Background: an optimization exercise with open tools, aiming at small area, a short achievable clock period and few clock cycles per item. Do not read the settings as production practice.
Only simulation tests tie the RTL to the original design; equivalence was not proved.
Power is estimated from default activity; no workload was simulated.

`flow/design.v`:
```
package ppd_pkg;
   localparam int TIME_W = 48;
   localparam int IV_W   = 16;
   localparam int PRIO_W = 8;
   localparam int TGT_W  = 2;
   localparam int SLOT_W = 4;
   localparam int STEP_W = $clog2(TIME_W);
   localparam logic KIND_LOAD = 1'b0;
   localparam logic KIND_TICK = 1'b1;
   localparam logic REPORT_DISPATCH = 1'b0;
   localparam logic REPORT_WAKE     = 1'b1;
   localparam logic [TGT_W-1:0] TARGET_NONE = 2'd2;
   typedef struct packed {
      logic              kind;
      logic [SLOT_W-1:0] slot;
      logic [IV_W-1:0]   interval_ms;
      logic [PRIO_W-1:0] priority_req;
      logic              periodic;
      logic [TGT_W-1:0]  target;
      logic [TIME_W-1:0] first_run;
   } req_type;
   typedef struct packed {
      logic              report_kind;
      logic [SLOT_W-1:0] due_slot;
      logic [TGT_W-1:0]  due_target;
      logic [TIME_W-1:0] new_next_run;
      logic              wake_valid;
      logic [TIME_W-1:0] sleep_ms;
      logic              last;
   } rsp_type;
   typedef struct packed {
      logic [TIME_W-1:0] next_run;
      logic [IV_W-1:0]   interval;
      logic [PRIO_W-1:0] prio;
      logic [TGT_W-1:0]  target;
   } entry_type;
   typedef enum logic [2:0] {
      ST_IDLE,
      ST_DUE,
      ST_PICK,
      ST_SERVE,
      ST_DIV,
      ST_EMIT,
      ST_WAKE,
      ST_WAKE_EMIT
   } state_type;
endpackage
module ppd_rem_div (
   input  logic [15:0] rem_in,
   input  logic [15:0] divisor,
   input  logic        b1,
   input  logic        b0,
   output logic [15:0] rem_out
);
   logic [16:0] sh1, t1, sh2, t2;
   logic [15:0] r1;
   always_comb begin
      sh1     = {rem_in, b1};
      t1      = sh1 - {1'b0, divisor};
      r1      = t1[16] ? sh1[15:0] : t1[15:0];
      sh2     = {r1, b0};
      t2      = sh2 - {1'b0, divisor};
      rem_out = t2[16] ? sh2[15:0] : t2[15:0];
   end
endmodule
module periodic_priority_dispatcher_top (
   input  logic             clock,
   input  logic             reset,
   input  logic             req_valid,
   output logic             req_ready,
   input  logic [79:0]      req_data,
   output logic             rsp_valid,
   input  logic             rsp_ready,
   output logic [104:0]     rsp_data
);
   localparam int N  = 16;
   localparam int TW = 48;
   localparam int NP = N * (N - 1) / 2;
   localparam int KW = 17;
   function automatic integer pidx(input integer i, input integer j);
      pidx = i * N - (i * (i + 1)) / 2 + (j - i - 1);
   endfunction
   function automatic logic [N-1:0] lowest(input logic [N-1:0] m);
      logic [N-1:0] r;
      logic         seen;
      r    = '0;
      seen = 1'b0;
      for (int i = 0; i < N; i++) begin
         r[i] = m[i] & ~seen;
         seen = seen | m[i];
      end
      lowest = r;
   endfunction
   logic             rq_tick;
   logic [3:0]       rq_slot;
   logic [15:0]      rq_iv;
   logic [7:0]       rq_prio;
   logic             rq_per;
   logic [1:0]       rq_tgt;
   logic [TW-1:0]    rq_first;
   assign rq_tick  = req_data[79];
   assign rq_slot  = req_data[78:75];
   assign rq_iv    = req_data[74:59];
   assign rq_prio  = req_data[58:51];
   assign rq_per   = req_data[50];
   assign rq_tgt   = req_data[49:48];
   assign rq_first = req_data[47:0];
   logic [TW-1:0]    now_q, nxt_q;              
   logic [N*TW-1:0]  v_q;                       
   logic [N*16-1:0]  st_q;                      
   logic [N*8-1:0]   pr_q;                      
   logic [N*2-1:0]   tg_q;                      
   logic [N*2-1:0]   c_q;                       
   logic [N-1:0]     en_q;                      
   logic [N-1:0]     nn_q;                      
   logic [N-1:0]     rq_q;                      
   logic [NP-1:0]    bt_q;                      
   logic [N-1:0]     sel_q;                     
   logic             selv_q;                    
   logic             selr_q;                    
   logic             self_q;                    
   logic [N-1:0]     pend_q;                    
   logic             wowe_q;                    
   logic             stl_q;                     
   logic             xrdy_q;
   logic             anyen_q;
   logic             wrap_q;
   logic             yv_q;
   logic [15:0]      y_q;                       
   logic [3:0]       s1v_q;
   logic [4*KW-1:0]  s1_q;                      
   logic             xv_q;
   logic [KW-1:0]    x_q;                       
   logic             fast_q;                    
   logic             rwk_q;                     
   logic [N-1:0]     fsm_q;                     
   logic             fsd_q;                     
   logic             accv_q;
   logic [TW-1:0]    acc_q;                     
   logic             rv_q, rk_q, rwv_q, rdf_q;
   logic [3:0]       rs_q;
   logic [1:0]       rt_q;
   logic [TW-1:0]    rval_q;
   logic             ov_q, ok_q, owv_q;
   logic [3:0]       os_q;
   logic [1:0]       ot_q;
   logic [TW-1:0]    oval_q;
   localparam logic [2:0] NU_IDLE = 3'd0, NU_CHK1 = 3'd1, NU_CHK2 = 3'd2, NU_DIV = 3'd3,
                          NU_WR = 3'd4, NU_VAL = 3'd5;
   logic [2:0]       nu_q;
   logic [3:0]       nus_q;                     
   logic [TW-1:0]    nuf_q;                     
   logic [15:0]      nud_q;                     
   logic [15:0]      nur_q;                     
   logic [4:0]       nuc_q;                     
   logic             nun_q;                     
   logic             nua_q;                     
   logic             nul_q;                     
   logic             nuraw_q;                   
   logic [31:0]      hh;
   logic [15:0]      nl;
   logic [N-1:0]     due, lv, farv;
   logic [N*KW-1:0]  key;
   logic [N-1:0]     msk, pk, rql, fsl;
   logic             disp_busy, out_free, sel_nn, adv, rq_any, scan_busy;
   logic             wake_rdy, wake_now, start, load;
   logic [TW-1:0]    vs;
   logic [15:0]      ss;
   logic [1:0]       ts, cs;
   logic [3:0]       is;
   logic             rqs;
   logic [16:0]      lsum;
   logic [TW:0]      sum;
   logic [1:0]       dcode;
   logic             drq;
   logic [15:0]      dst_r, y_eff;
   logic             yv_eff;
   logic [KW-1:0]    xd;
   logic [TW-1:0]    sleep, accd;
   logic             fs_start;
   logic             nu_need, nu_wr, nu_tw;
   logic [TW-1:0]    nu_base, nu_val;
   logic [TW:0]      nu_diff, cap_diff;
   logic [1:0]       ncode_q;
   logic [15:0]      nu_rem2;
   logic             pre_job, assist, ld_done, ld_ok, pre_cap, ld_nval, rwk_d;
   logic [15:0]      ld_step;
   logic [TW-1:0]    cin;
   logic [32:0]      cdf;
   logic [1:0]       ccode;
   logic             ldpast;
   logic [TW-1:0]    wbus;
   logic [N-1:0]     wv;
   logic [7:0]       l1v;
   logic [8*KW-1:0]  l1;
   logic [3:0]       l2v;
   logic [4*KW-1:0]  l2;
   logic [1:0]       l3v;
   logic [2*KW-1:0]  l3;
   logic             l4v;
   logic [KW-1:0]    l4;
   assign hh      = nxt_q[TW-1:16];
   assign nl      = nxt_q[15:0];
   assign ld_step = (rq_iv == 16'd0) ? 16'd1 : rq_iv;
   always_comb begin
      for (int i = 0; i < N; i++) begin
         logic [1:0] c;
         logic       lle;
         c       = c_q[i*2 +: 2];
         lle     = v_q[i*TW +: 16] <= nl;
         due[i]  = en_q[i] & ((c == 2'd0) | ((c == 2'd1) & lle));
         lv[i]   = en_q[i] & (((c == 2'd1) & ~lle) | (c == 2'd2));
         farv[i] = en_q[i] & (c == 2'd3);
         key[i*KW +: KW] = {c[1], v_q[i*TW +: 16]};
      end
   end
   always_comb begin
      for (int k = 0; k < 8; k++) begin
         logic tb;
         tb = lv[2*k+1] & (~lv[2*k] | (key[(2*k+1)*KW +: KW] < key[(2*k)*KW +: KW]));
         l1[k*KW +: KW] = tb ? key[(2*k+1)*KW +: KW] : key[(2*k)*KW +: KW];
         l1v[k] = lv[2*k] | lv[2*k+1];
      end
      for (int k = 0; k < 4; k++) begin
         logic tb;
         tb = l1v[2*k+1] & (~l1v[2*k] | (l1[(2*k+1)*KW +: KW] < l1[(2*k)*KW +: KW]));
         l2[k*KW +: KW] = tb ? l1[(2*k+1)*KW +: KW] : l1[(2*k)*KW +: KW];
         l2v[k] = l1v[2*k] | l1v[2*k+1];
      end
      for (int k = 0; k < 2; k++) begin
         logic tb;
         tb = s1v_q[2*k+1] & (~s1v_q[2*k] | (s1_q[(2*k+1)*KW +: KW] < s1_q[(2*k)*KW +: KW]));
         l3[k*KW +: KW] = tb ? s1_q[(2*k+1)*KW +: KW] : s1_q[(2*k)*KW +: KW];
         l3v[k] = s1v_q[2*k] | s1v_q[2*k+1];
      end
      begin
         logic tb;
         tb  = l3v[1] & (~l3v[0] | (l3[KW +: KW] < l3[0 +: KW]));
         l4  = tb ? l3[KW +: KW] : l3[0 +: KW];
         l4v = l3v[0] | l3v[1];
      end
   end
   assign disp_busy = selv_q | (|pend_q);
   assign out_free  = ~rv_q | ~ov_q | rsp_ready;
   assign rq_any    = |rq_q;
   assign scan_busy = selr_q | self_q;
   assign sel_nn    = |(sel_q & nn_q);
   assign adv       = selv_q & ~sel_nn & out_free;
   always_comb begin
      logic ty, tx, xy, xr, wy, wr, wx;
      dst_r  = rval_q[15:0] - now_q[15:0];
      xd     = x_q - {1'b0, now_q[15:0]};
      accd   = acc_q - now_q;
      ty     = y_q < dst_r;
      xy     = xd < {1'b0, y_q};
      xr     = xd < {1'b0, dst_r};
      wy     = yv_q & (~rdf_q | ty) & (~xv_q | ~xy);
      wx     = xv_q & (~yv_q | xy) & (~rdf_q | xr);
      wr     = rdf_q & ~wy & ~wx;
      y_eff  = (yv_q && (!rdf_q || ty)) ? y_q : dst_r;
      yv_eff = rdf_q | yv_q;
      if (!anyen_q || wrap_q)  sleep = TW'(1);
      else if (fast_q)         sleep = rval_q - 1'b1;
      else if (wx)             sleep = {{(TW-KW){1'b0}}, xd};
      else if (wy)             sleep = {32'd0, y_q};
      else if (wr)             sleep = {32'd0, dst_r};
      else                     sleep = accd;
   end
   assign fs_start  = wowe_q & xrdy_q & ~disp_busy & ~fast_q & ~xv_q & ~yv_eff & anyen_q
                      & ~wrap_q & ~fsd_q & ~self_q & (fsm_q != '0);
   assign wake_rdy  = wowe_q & ~disp_busy & ~self_q
                      & (fast_q | (xrdy_q & (xv_q | yv_eff | fsd_q | ~anyen_q | wrap_q)));
   assign wake_now  = wake_rdy & out_free;
   assign req_ready = ~disp_busy & (~wowe_q | wake_now) & ~rq_any & ~scan_busy
                      & ~((nu_q == NU_WR) & nua_q);
   assign start     = req_valid & req_ready & rq_tick;
   assign load      = req_valid & req_ready & ~rq_tick;
   assign msk = pend_q | (due & {N{start}});
   always_comb begin
      for (int i = 0; i < N; i++) begin
         logic ok;
         ok = msk[i];
         for (int j = 0; j < N; j++) begin
            if (j < i) ok = ok & (~msk[j] | ~bt_q[pidx(j, i)]);
            else if (j > i) ok = ok & (~msk[j] | bt_q[pidx(i, j)]);
         end
         pk[i] = ok;
      end
   end
   assign rql = lowest(rq_q & ~(sel_q & {N{selr_q}}));
   assign fsl = lowest(fsm_q);
   always_comb begin
      vs  = '0;
      ss  = '0;
      ts  = '0;
      cs  = '0;
      is  = '0;
      rqs = 1'b0;
      for (int i = 0; i < N; i++) begin
         vs  = vs  | (v_q[i*TW +: TW] & {TW{sel_q[i]}});
         ss  = ss  | (st_q[i*16 +: 16] & {16{sel_q[i]}});
         ts  = ts  | (tg_q[i*2 +: 2] & {2{sel_q[i]}});
         cs  = cs  | (c_q[i*2 +: 2] & {2{sel_q[i]}});
         is  = is  | (4'(i) & {4{sel_q[i]}});
         rqs = rqs | (rq_q[i] & sel_q[i]);
      end
      lsum = {1'b0, vs[15:0]} + {1'b0, ss};
      sum  = {1'b0, vs} + {{(TW-15){1'b0}}, ss};
      drq  = 1'b0;
      if (sum[TW]) begin
         dcode = 2'd0;
      end else if (cs == 2'd1) begin
         dcode = lsum[16] ? 2'd2 : 2'd1;
      end else begin
         dcode = 2'd0;
         drq   = lsum[16] | (cs != 2'd0);
      end
      drq = drq | rqs;
   end
   always_comb begin
      cin   = selr_q ? vs : rq_first;
      cdf   = {1'b0, cin[TW-1:16]} - {1'b0, hh};
      if (cdf[32])                 ccode = 2'd0;
      else if (cdf[31:0] == 32'd0) ccode = 2'd1;
      else if (cdf[31:0] == 32'd1) ccode = 2'd2;
      else                         ccode = 2'd3;
      ldpast = rq_per & ((ccode == 2'd0) | ((ccode == 2'd1) & (rq_first[15:0] <= nl)));
   end
   always_comb begin
      nu_base = nun_q ? now_q : nxt_q;
      nu_diff = {1'b0, nu_base} - {1'b0, nuf_q};
      cap_diff = {1'b0, (assist ? now_q : nxt_q)} - {1'b0, (assist ? vs : rq_first)};
      nu_need = nul_q & ((nuf_q[TW-1:16] != '0) | (nuf_q[15:0] >= nud_q));
      nu_val  = nu_base - {32'd0, nur_q};
      nu_wr   = (nu_q == NU_WR) & nua_q & ~adv;
      pre_job = (nu_q != NU_IDLE) & ~nua_q;
      assist  = selv_q & sel_nn & ((nu_q == NU_IDLE) | pre_job);
      ld_done = pre_job & (nu_q == NU_WR);
      ld_ok   = ld_done | (pre_job & (nu_q == NU_CHK2) & ~nu_need);
      ld_nval = ld_done & ~nuraw_q;
      pre_cap = (nu_q == NU_IDLE) & ~assist & req_valid & ~rq_tick & rq_per & ~load;
      nu_tw   = nu_wr | (load & ld_nval);
      rwk_d   = (adv | load | nu_wr) ? 1'b0 : (wake_now ? (anyen_q & ~wrap_q) : rwk_q);
   end
   ppd_rem_div u_rem (
      .rem_in  (nur_q),
      .divisor (nud_q),
      .b1      (nuf_q[TW-1]),
      .b0      (nuf_q[TW-2]),
      .rem_out (nu_rem2)
   );
   always_comb begin
      if (adv)                  wbus = sum[TW-1:0];
      else if (load && !ld_nval) wbus = rq_first;
      else                      wbus = nuf_q;
      for (int i = 0; i < N; i++) begin
         wv[i] = (adv & sel_q[i]) | (load & (rq_slot == 4'(i)))
               | (nu_wr & (nus_q == 4'(i)));
      end
   end
   always_ff @(posedge clock) begin
      for (int i = 0; i < N; i++) begin
         if (wv[i]) v_q[i*TW +: TW] <= wbus;
         if (load && rq_slot == 4'(i)) begin
            st_q[i*16 +: 16] <= ld_step;
            pr_q[i*8 +: 8]   <= rq_prio;
            tg_q[i*2 +: 2]   <= (rq_tgt == 2'd3) ? 2'd2 : rq_tgt;
            c_q[i*2 +: 2]    <= ld_nval ? ncode_q : ccode;
         end else if (adv && sel_q[i]) begin
            c_q[i*2 +: 2]    <= dcode;
         end else if (nu_wr && nus_q == 4'(i)) begin
            c_q[i*2 +: 2]    <= ncode_q;
         end else if (selr_q && sel_q[i]) begin
            c_q[i*2 +: 2]    <= ccode;
         end
      end
      for (int i = 0; i < N; i++) begin
         for (int j = i + 1; j < N; j++) begin
            if (load && rq_slot == 4'(i)) bt_q[pidx(i, j)] <= rq_prio >= pr_q[j*8 +: 8];
            else if (load && rq_slot == 4'(j)) bt_q[pidx(i, j)] <= pr_q[i*8 +: 8] >= rq_prio;
         end
      end
      s1_q  <= l2;
      s1v_q <= l2v;
      if (stl_q) begin
         x_q  <= l4;
         xv_q <= l4v;
      end
      if (start) anyen_q <= |en_q;
      if (start | adv)       sel_q <= pk;
      else if (fs_start | self_q) sel_q <= fsl;
      else if (!disp_busy && !self_q) sel_q <= rql;
      if (rdf_q) y_q <= y_eff;
      if (self_q && (!accv_q || vs < acc_q)) acc_q <= vs;
      if (wake_now) begin
         rk_q   <= 1'b1;
         rs_q   <= '0;
         rt_q   <= '0;
         rval_q <= sleep;
         rwv_q  <= anyen_q;
      end else if (adv) begin
         rk_q   <= 1'b0;
         rs_q   <= is;
         rt_q   <= ts;
         rval_q <= sum[TW-1:0];
         rwv_q  <= 1'b0;
      end
      if (rv_q && (!ov_q || rsp_ready)) begin
         ok_q   <= rk_q;
         os_q   <= rs_q;
         ot_q   <= rt_q;
         oval_q <= rval_q;
         owv_q  <= rwv_q;
      end
      case (nu_q)
         NU_CHK1: begin
            nuf_q <= nu_diff[TW-1:0];
            nul_q <= ~nu_diff[TW];
         end
         NU_CHK2: begin
            nur_q <= '0;
            if (nuf_q[TW-1:10] == '0) begin
               nuf_q <= {nuf_q[9:0], 38'd0};
               nuc_q <= 5'd5;
            end else if (nuf_q[TW-1:16] == '0) begin
               nuf_q <= {nuf_q[15:0], 32'd0};
               nuc_q <= 5'd8;
            end else if (nuf_q[TW-1:32] == '0) begin
               nuf_q <= {nuf_q[31:0], 16'd0};
               nuc_q <= 5'd16;
            end else begin
               nuc_q <= 5'd24;
            end
         end
         NU_DIV: begin
            nur_q <= nu_rem2;
            nuf_q <= {nuf_q[TW-3:0], 2'b00};
            nuc_q <= nuc_q - 5'd1;
         end
         NU_VAL: begin
            nuf_q   <= nu_val;
            ncode_q <= (nu_base[15:0] < nur_q) ? 2'd0 : 2'd1;
         end
         default: ;
      endcase
      if ((load && !pre_job && (nu_q == NU_IDLE || nus_q == rq_slot)) || pre_cap) begin
         nus_q <= rq_slot;
         nuf_q <= cap_diff[TW-1:0];
         nul_q <= ~cap_diff[TW];
         nud_q <= ld_step;
      end else if (assist) begin
         nus_q <= is;
         nuf_q <= cap_diff[TW-1:0];
         nul_q <= ~cap_diff[TW];
         nud_q <= ss;
      end
   end
   always_ff @(posedge clock) begin
      if (reset) begin
         now_q  <= '0;
         nxt_q  <= TW'(1);
         en_q   <= '0;
         nn_q   <= '0;
         rq_q   <= '0;
         selv_q <= 1'b0;
         selr_q <= 1'b0;
         self_q <= 1'b0;
         pend_q <= '0;
         wowe_q <= 1'b0;
         stl_q  <= 1'b0;
         xrdy_q <= 1'b0;
         wrap_q <= 1'b0;
         yv_q   <= 1'b0;
         fast_q <= 1'b0;
         rwk_q  <= 1'b0;
         fsm_q  <= '0;
         fsd_q  <= 1'b0;
         accv_q <= 1'b0;
         rv_q   <= 1'b0;
         rdf_q  <= 1'b0;
         ov_q   <= 1'b0;
         nu_q   <= NU_IDLE;
         nun_q  <= 1'b0;
         nua_q  <= 1'b0;
      end else begin
         stl_q <= start;
         if (start) begin
            now_q <= nxt_q;
            nxt_q <= nxt_q + 1'b1;
         end
         if (start | adv) begin
            selv_q <= |msk;
            pend_q <= msk & ~pk;
         end
         selr_q <= ~(start | adv) & ~fs_start & ~self_q & ~disp_busy & (|rql);
         if (start) begin
            fsm_q  <= farv;
         end else if (fs_start | self_q) begin
            self_q <= |fsl;
            fsm_q  <= fsm_q & ~fsl;
         end
         if (start)         wowe_q <= 1'b1;
         else if (wake_now) wowe_q <= 1'b0;
         if (start)         xrdy_q <= 1'b0;
         else if (stl_q)    xrdy_q <= 1'b1;
         if (wake_now) begin
            wrap_q <= 1'b0;
            yv_q   <= 1'b0;
            fsd_q  <= 1'b0;
            accv_q <= 1'b0;
         end else begin
            if (adv) wrap_q <= wrap_q | sum[TW];
            if (rdf_q) yv_q <= 1'b1;
            if (self_q && !(|fsl)) fsd_q <= 1'b1;
            if (self_q) accv_q <= 1'b1;
         end
         rwk_q <= rwk_d;
         if (start)         fast_q <= ~(|due) & rwk_d;
         else if (wake_now) fast_q <= 1'b0;
         rv_q  <= wake_now | adv | (rv_q & ~out_free);
         rdf_q <= adv;
         if (rv_q && (!ov_q || rsp_ready)) ov_q <= 1'b1;
         else if (rsp_ready)               ov_q <= 1'b0;
         if (start && nl == 16'hFFFF) rq_q <= '1;
         for (int i = 0; i < N; i++) begin
            if (load && rq_slot == 4'(i)) begin
               en_q[i] <= rq_per;
               nn_q[i] <= ldpast & ~ld_ok;
               rq_q[i] <= 1'b0;
            end else if (adv && sel_q[i]) begin
               nn_q[i] <= sum[TW];
               if (drq) rq_q[i] <= 1'b1;
            end else begin
               if (nua_q && nus_q == 4'(i) && ((nu_q == NU_CHK2 && !nu_need) || nu_wr))
                  nn_q[i] <= 1'b0;
               if (selr_q && sel_q[i] && !(start && nl == 16'hFFFF))
                  rq_q[i] <= 1'b0;
            end
         end
         if (load && pre_job) begin
            nua_q <= 1'b1;
            if (ld_done) nu_q <= NU_IDLE;
            else if (nu_q == NU_CHK1) nu_q <= NU_CHK2;
            else if (nu_q == NU_CHK2) nu_q <= nu_need ? NU_DIV : NU_IDLE;
            else if (nu_q == NU_DIV && nuc_q == 5'd1) nu_q <= NU_VAL;
            else if (nu_q == NU_VAL) nu_q <= NU_WR;
         end else if (load && rq_per && (nu_q == NU_IDLE || nus_q == rq_slot)) begin
            nu_q  <= NU_CHK2;
            nua_q <= 1'b1;
            nun_q <= 1'b0;
         end else if (load && !rq_per && nus_q == rq_slot) begin
            nu_q  <= NU_IDLE;
         end else if (assist) begin
            nu_q  <= NU_CHK2;
            nua_q <= 1'b1;
            nun_q <= 1'b1;
         end else if (pre_cap) begin
            nu_q  <= NU_CHK2;
            nua_q <= 1'b0;
            nun_q <= 1'b0;
         end else if (start && pre_job) begin
            nu_q  <= NU_IDLE;
         end else begin
            case (nu_q)
               NU_CHK1: nu_q <= NU_CHK2;
               NU_CHK2: begin
                  if (nu_need)     nu_q <= NU_DIV;
                  else if (nua_q)  nu_q <= NU_IDLE;
                  else             nu_q <= NU_WR;
                  nuraw_q <= ~nu_need;
               end
               NU_DIV:  if (nuc_q == 5'd1) begin
                  nu_q    <= NU_VAL;
                  nuraw_q <= 1'b0;
               end
               NU_VAL:  nu_q <= NU_WR;
               NU_WR:   if (nu_wr) nu_q <= NU_IDLE;
               default: nu_q <= NU_IDLE;
            endcase
            if (start && nu_q != NU_IDLE) nun_q <= 1'b1;
         end
      end
   end
   assign rsp_valid = ov_q;
   assign rsp_data  = {ok_q, os_q, ot_q,
                       ok_q ? {TW{1'b0}} : oval_q,
                       owv_q,
                       ok_q ? oval_q : {TW{1'b0}},
                       ok_q};
endmodule
```
`flow/run.sh`:
```
#!/bin/bash
# synth_recipe.tcl (not shown) runs the flow's synth.tcl, then flattens the netlist and writes it again
# the make line also repeats each setting of config.mk as NAME=value (left out here)
make -C /OpenROAD-flow-scripts/flow DESIGN_CONFIG=/design/flow/config.mk WORK_HOME=/design/flow/orfs CLKGATE_MAP_FILE= SYNTH_SCRIPT=/design/flow/synth_recipe.tcl finish
```
`flow/config.mk`:
```
export PLATFORM = sky130hd
export DESIGN_NAME = periodic_priority_dispatcher_top
export DESIGN_NICKNAME = periodic_priority_dispatcher_top
export VERILOG_FILES = /design/flow/design.v
export SDC_FILE = /design/flow/constraint.sdc
export NUM_CORES = 4
export LEC_CHECK = 0
export CAP_MARGIN = 20
export CORE_MARGIN = 2
export CORE_UTILIZATION = 40
export SETUP_SLACK_MARGIN = 2.0
export SLEW_MARGIN = 20
```
`flow/constraint.sdc`:
```
create_clock -name core_clock -period 6.0 [get_ports {clock}]
set_input_delay 1.2000 -clock core_clock [delete_from_list [all_inputs] [get_ports {clock}]]
set_output_delay 1.2000 -clock core_clock [all_outputs]
set_load 0.01 [all_outputs]
```
==> summary.txt <==
==> what timing repair did <==
action | CTS | global route
endpoints found under the setup margin | 2091 | 2381
resized for setup | 378 | 403
cloned | 9 | 18
buffers inserted | 126 | 135
pin swaps | 121 | 164
==> cell type report <==
class                   instances  area [sq um]
diodes                         15          37.5
clock buffers                 270          5880
clock inverters               138          1680
fillers                     25700        143000
inverters                     772          2950
multi-input cells            7856         58900
flip-flops and latches       1907         54600
well taps                    3762          4710
repair buffers               1331         12800
==> placed cells by master (no fill, tap or decap), types with 184 or more instances in the layout <==
cell	Yosys	final
sky130_fd_sc_hd__nor2_1	660	636
sky130_fd_sc_hd__inv_1	767	711
sky130_fd_sc_hd__a21oi_1	759	678
sky130_fd_sc_hd__a22o_1	221	221
sky130_fd_sc_hd__clkbuf_16	0	240
sky130_fd_sc_hd__nor2b_1	190	184
sky130_fd_sc_hd__clkdlybuf4s50_1	0	189
sky130_fd_sc_hd__buf_4	3	906
sky130_fd_sc_hd__o21ai_0	656	553
sky130_fd_sc_hd__nand4_1	252	252
sky130_fd_sc_hd__xnor2_1	245	236
sky130_fd_sc_hd__a21o_1	299	298
sky130_fd_sc_hd__nand2_1	857	842
sky130_fd_sc_hd__dfxtp_1	275	249
sky130_fd_sc_hd__edfxtp_1	1632	1632
sky130_fd_sc_hd__a22oi_1	200	195
sky130_fd_sc_hd__ha_1	1022	958
sky130_fd_sc_hd__nand3_1	234	200
sky130_fd_sc_hd__a221oi_1	268	218
==> cells by family (layout without fill, tap and decap cells) <==
logic type	after synthesis	after routing	share of synthesized area (%)
xor gates and xnor gates	353	353	2.70
DFF	1907	1907	47.6
other	0	15	0
muxes	224	224	2.00
adders and majority gates	1032	1032	11.3
buffers and inverters	1308	2511	4.32
AOI/OAI and AO/OA	3308	3310	19.5
and+or+nand+nor	2937	2937	12.5
==> metrics by stage <==
step / cells / setup slack, ns / power, mW / instance area (sq um) / util (%)
2_1_floorplan: 11100 / 0.808 / 30.5 / 116000 / -
3_3_place_gp: 15300 / -0.834 / 41.1 / 128000 / 44.8
3_5_place_dp: 15300 / -0.554 / 41.4 / 128000 / 44.8
4_1_cts: 15900 / 0.297 / 56.4 / 138000 / 48.5
5_1_grt: 16000 / 0.0504 / 60.4 / 142000 / 49.7
6_report: 16100 / 0.273 / 58.6 / 142000 / 49.7
==> per-layer routing <==
layer  wire length [um]  track usage [%]  vias to the layer above
met5                152                0                        -
met3              60600             8.77                     1317
met4              33600             18.0                       26
met2             222000             51.4                     6231
li1                   -                -                    44100
met1             211000             46.1                    50900
==> where the power goes <==
group,internal (mW),leakage [nW],switching (mW)
registers,17.1,17.0,1.10
logic,9.30,34.2,16.7
clock network,8.32,3.68,6.04
total,34.7,54.9,23.8
==> sequential cells by signal (all words and copies together) (netlist names), 68 cells and up <==
name,count
s1_q,68
v_q,768
bt_q,120
st_q,256
pr_q,128
==> worst max-delay path by stage <==
stage | to | start | slack (ns) | cells past startpoint
3_3_place_gp | c_q[2] | req_data[16] | -0.83 | 22
5_1_grt | c_q[30] | sel_q[5] | 0.05 | 26
4_1_cts | c_q[10] | sel_q[15] | 0.30 | 27
3_5_place_dp | c_q[10] | req_data[16] | -0.55 | 22
2_1_floorplan | s1_q[57] | nxt_q[13] | 0.81 | 26
6_report | s1_q[12] | nxt_q[15] | 0.27 | 31
==> critical path: cells and delay by family (launching register included) <==
kind | cells | cell delay, ns
AOI/OAI and AO/OA | 15 | 2.75
adders and majority gates | 2 | 0.50
buffers and inverters | 10 | 1.47
DFF | 1 | 0.36
muxes | 1 | 0.20
and+or+nand+nor | 3 | 0.37
==> summary.txt <==
- The first global-routing pass estimated ~720 mm of wire.
- In the routed layout, each cell is associated on average with a via count of 6.39.
- Clock slew seen by the registers of the worst setup and hold paths: 0.06 ns
- VDD sags by at most between 0.0004 and 0.0005 V.
- Worst hold path class: flop to flop
* Ports placed on the boundary: about 190
- Detailed Route Iter0 Violations: 14.6k
- CTS root buf: sky130_fd_sc_hd__clkbuf_16
* Area inside the core boundary: 285000 sq um
- Number of synthesized flops with an enable pin: about 1.6k
- For the worst setup path, the data arrival time is ~6.5 ns.
* Die Area: 291000 sq um
- Max-slew headroom: approximately 18%
- Average instance area after synthesis: approximately 10 sq um
- STA puts the critical path data required time at about 6.8 ns.
- The die is ~540 um wide.
- The worst path in the final design needs a cycle of around 5.7 ns, including I/O delays and setup.
- Antenna violations before repair: 35
* Number of different library cells in the post-synthesis netlist: 94
- For this configuration, the core starts out at a cell density of between 40% and 50%.
* Vias in the first global route: a little under 100k
* Area contributors post-synth: sky130_fd_sc_hd__edfxtp_1 43%, sky130_fd_sc_hd__ha_1 11%, sky130_fd_sc_hd__dfxtp_1 4.8%
- Beginning of the worst register-to-register path: nxt_q[15]
- Clock insertion delay at the later pin of the skew report: 0.99 ns
- Count of max-cap constraint violations: 0
* Worst-case clock buffer depth: 4
- Critical hold path startpoint: rwv_q
- Site Rows: 196
- By count the netlist is led by 1632 x sky130_fd_sc_hd__edfxtp_1, 1022 x sky130_fd_sc_hd__ha_1, 857 x sky130_fd_sc_hd__nand2_1, 767 x sky130_fd_sc_hd__inv_1, 759 x sky130_fd_sc_hd__a21oi_1.
- STA classifies the critical path endpoint as a flop.
- In the global route stage, overall resource usage came out at between 30% and 40%.
- Most common cell in the synthesized netlist: sky130_fd_sc_hd__edfxtp_1
* Setup slack of the most critical reg-to-reg path: 0.27 ns
- The top cell type by area accounts for a little over two fifths of the synthesized area.
- Summing every instance area after synthesis gives about 110000 sq um.
* Main synth FF type: sky130_fd_sc_hd__edfxtp_1
* Syn_nets: about 12k
- Leakage dissipation: approximately 55 nW
* Leftover overflow at the end of global routing: 0
- The share of the Yosys chip area taken by registers is between 40% and 50%.
- In the final layout, the share of cells above drive strength 1 is between 10% and 20%.
* Maximum fanout encountered on the critical timing path: 7
* Maximum clock rate: approximately 0.17 GHz
- Worst Hold Slack: 0.423 ns
* Post-route clock period utilization: 95.4%
* HPWL after detailed placement: between 300 and 400 mm
- Sum of negative setup slack: 0 ns
- Category of the most critical setup path: flop to flop
- Final hold viol count: 0
- Die Span Y: 539 um
- Counting cells, the worst reg-to-reg path comes to 31.
* Slew Limit Fails: 0
* Gp weighted congestion: roughly 1.1
- TritonCTS clock tree: built
* Count of clock tree sinks: 1907
- The endpoint identified for the worst register-to-register timing path is s1_q[12].
* Post-synthesis instance total: roughly 11k
- Of all cell types, the one taking the most synthesized area is sky130_fd_sc_hd__edfxtp_1.
- Power per standard cell area: a little over 400 nW/um^2
- For the pin with the worst max-slew slack, the measured transition is between 1 and 1.5 ns.
* Number of hold buffers added after cts: 0
- Number of remaining DRC errors: 0
- DRT antenna net count: 0
- In this run the tool buffered the top-level ports with between 150 and 200 buffer cells.
- For this design, the slowest cell found on the critical path is sky130_fd_sc_hd__a211oi_2.
- Warning count from the yosys run: 2
- Status: finished clean
- Relative area change from synthesis to final layout: 23.6%
- Synth Register Bits: 1907
- After synthesis, the share of flip-flops with an asynchronous set or reset is 0%.
- CTS H-tree depth: 4
* Layout Skew: ~0.11 ns
* Cells on Worst Hold Path: 0
- STA classifies the critical path startpoint as a flop.
- In this design, the stage delay of the slowest critical-path cell is ~0.37 ns.
- The worst hold path terminates at owv_q.
* Number of nets in the layout: ~13k
- Detailed-route via count: 103k
- CTS Buf Count: around 220
- Iteration count of the initial detailed-routing pass: 9
* Maximum number of pins on one net before global-route repair: a little under 90
- Setup repair after global routing could not meet its margin everywhere.
- Most Frequent Cell on Critical Path: sky130_fd_sc_hd__a21o_1
* Avg WL per Cell: ~33 um
- Setup violations remaining at the end of the flow were counted as 0.
- Detailed Route WL: 527 mm
Testbench counts, summed over its fixed seeds: cycles 11,306, ticks 2,823.

-- afterwards: timing with drivers on the ports --
The results above use ideal ports. As a check the final layout listed here was re-extracted and re-timed, cells and wires unchanged. Step 1: set_driving_cell puts a clkbuf_16 on clock and a buf_2 on each other input, an assumption about the parent block. Step 2 also shifts input and output timing later by t, the mid clock arrival at the registers, as if the neighbouring blocks saw the same clock. Slacks: no drivers / after step 1 / after step 2; pairs: no drivers / after step 1.
t, ns: 1.037
slack for setup (ns): 0.273 / 0.273 / 0.042
worst hold slack (ns): 0.423 / 0.423 / 0.423
worst setup path at the end: input to register
cell pins on the clock port's net: 1
After both steps this run still meets setup and hold. The setup slack of this run moves by 0.000 ns with the drivers and by -0.231 ns with both steps.
